Source: an optimization exercise on an open RTL-to-GDS flow (aim: small area and a short achievable clock period). Production flows keep margins and buffers that such runs may drop. Only simulation tests tie the RTL to the original design; equivalence was not proved. Power and IR drop assume default switching activity.

==> run Z: inputs <==
==> flow/design.v (excerpt) <==
module signedMultiplier
(
	input  logic          clk,
	input  logic          arstN,
	input  mulPkg::operandPairT   operands,
	output mulPkg::productResultT result
);
make LEC_CHECK=0 CAP_MARGIN=20 CORE_MARGIN=2 CORE_UTILIZATION=40 CTS_CLUSTER_DIAMETER=100 CTS_CLUSTER_SIZE=30 SETUP_SLACK_MARGIN=1.8 SLEW_MARGIN=20 SYNTH_HIERARCHICAL=1 finish   # period 4.0 ns
run.sh (not shown) runs the stock make flow with config.mk's settings and CLKGATE_MAP_FILE= SYNTH_SCRIPT=/design/flow/synth_recipe.tcl, a recipe that flattens the netlist after the stock synthesis.
==> run M: changes against run Z <==
Settings changed: CORE_UTILIZATION 40 to 75.
==> run G: changes against run Z <==
Settings changed: PLACE_DENSITY set to 0.65.
==> comparison table <==
metric                                                                    run Z           run M           run G
PwrDens                                                             767 mW/mm^2     792 mW/mm^2     774 mW/mm^2
Net count of the finished layout                                           2293            2280            2288
Status                                                           finished clean  finished clean  finished clean
Number of detailed-routing iterations run before antenna repair               6               7               5
Core box area                                                       0.0574 mm^2     0.0304 mm^2     0.0574 mm^2
Hold EP                                                                r4_p[20]        r4_p[22]         r5_p[5]
Sequential fraction of total cell area                                    0.368           0.378           0.367
Horiz. Die Dim                                                           244 um          179 um          244 um
WL/cell                                                                 19.6 um         21.8 um         19.2 um
Final Wtd Congestion                                                      0.863           0.870           0.874
First-pass GRT wire length                                             83800 um        78900 um        81800 um
Non-Filler Instances                                                       2712            2322            2706
Fraction of layout instances using a drive strength above 1               0.167           0.172           0.180

========
==> xenon <==
Another version of the RTL of signedMultiplier (not shown whole).
clock: 4.0 ns
lec_check: 0
cap_margin: 20
core_margin: 2
core_utilization: 40
cts_cluster_diameter: 100
cts_cluster_size: 30
setup_slack_margin: 1.8
slew_margin: 20
synth_hierarchical: 1
==> inputs of garnet, as changes to xenon <==
CORE_UTILIZATION = 60   (was 40)
CTS_BUF_LIST = sky130_fd_sc_hd__clkbuf_4 sky130_fd_sc_hd__clkbuf_8   (was default)
CTS_CLUSTER_DIAMETER = default   (was 100)
CTS_CLUSTER_SIZE = default   (was 30)
SETUP_SLACK_MARGIN = 1.75   (was 1.8)
==> notes.md <==
quantity	xenon	garnet
Die span in x	244 µm	200 µm
Power density normalized to cell area	771 nW/µm²	831 nW/µm²
Post-CTS repair timing setup buffer count	7	10
Post-detail-place hpwl	35,200 µm	34,400 µm
P_comb	9.56 mW	9.54 mW
Worst hold start	r4_p[35]	r3_p[15]
Fraction of area in clock buffers and inverters	2.89%	6.76%
Design area	26,000 µm²	26,400 µm²
Run status	no timing/DRC/antenna violations	no timing/DRC/antenna violations
Non-Clock Buffer Count	194	181
Net total in the final layout	2,289	2,329
Clock root buffer	clkbuf_16	clkbuf_8
Sequential Area	9450 µm²	9460 µm²
Initial standard-cell utilization of the core	40.3%	61.1%

========
==> run a <==
signedMultiplier, a different RTL version from the one above (not shown whole).
==> flow/config.mk <==
export PLATFORM = sky130hd
export DESIGN_NAME = signedMultiplier
export DESIGN_NICKNAME = signedMultiplier
export VERILOG_FILES = /design/flow/design.v
export SDC_FILE = /design/flow/constraint.sdc
export NUM_CORES = 4
export LEC_CHECK = 0
export CAP_MARGIN = 20
export CORE_MARGIN = 2
export CORE_UTILIZATION = 55
export CTS_CLUSTER_DIAMETER = 100
export CTS_CLUSTER_SIZE = 30
export SETUP_SLACK_MARGIN = 2.05
export SLEW_MARGIN = 20
export SYNTH_HIERARCHICAL = 1
==> flow/constraint.sdc <==
create_clock -name core_clock -period 4.0 [get_ports {clk}]
set_input_delay 0.8000 -clock core_clock [delete_from_list [all_inputs] [get_ports {clk}]]
set_output_delay 0.8000 -clock core_clock [all_outputs]
set_load 0.01 [all_outputs]
==> run b: changes against run a <==
- CORE_UTILIZATION: 55 -> 70
- SETUP_SLACK_MARGIN: 2.05 -> 2.0
==> notes <==
Run b completed without violations. Run a finished clean. Synthesized cell count is the same in run b and run a. Of run a and run b, run b has the higher hold slack (gap 18 ps). In run b the core utilization is higher than in run a, by 15 points. Clock power is about the same in run b and run a. In run b the clock-buffer cell count is lower than in run a, by 1. In run b the non-clock buffer count is lower than in run a, by 19. In run a the sequential share of layout area is lower than in run b, by 0.56 points.

-- afterwards: timing with drivers on the ports --
No port has a modelled driver above. Below, the same layouts with a new extraction and two added sets of constraints. Step 1: set_driving_cell puts a clkbuf_16 on clk and a buf_2 on each other input, an assumption about the parent block. Step 2 moves the port delays by t, midway between the first and last clock arrival at a register: inputs arrive t later, outputs are due t later. That takes back most of the time a late clock gives input paths. Three values: ideal ports, drivers, drivers and shift; two values: the first two.
run | shift t [ns] | setup slack, ns | clock arrival spread, ns | worst register clock-pin slew, ns
run Z | 0.628 | 1.845 / 1.845 / 1.845 | 0.038 / 0.038 | 0.12 / 0.12
run M | 0.589 | 1.834 / 1.834 / 1.834 | 0.020 / 0.020 | 0.11 / 0.11
run G | 0.634 | 1.834 / 1.834 / 1.834 | 0.031 / 0.030 | 0.11 / 0.11
xenon | 0.633 | 1.824 / 1.824 / 1.824 | 0.037 / 0.037 | 0.11 / 0.11
garnet | 0.682 | 1.725 / 1.725 / 1.725 | 0.032 / 0.032 | 0.07 / 0.07
run a | 0.629 | 1.940 / 1.940 / 1.846 | 0.031 / 0.031 | 0.12 / 0.12
run b | 0.609 | 2.007 / 1.984 / 1.814 | 0.029 / 0.029 | 0.12 / 0.12
After both steps every run listed still meets setup and hold. The setup slack of run b, which loses most, moves by -0.023 ns with the drivers and by -0.193 ns with both steps.
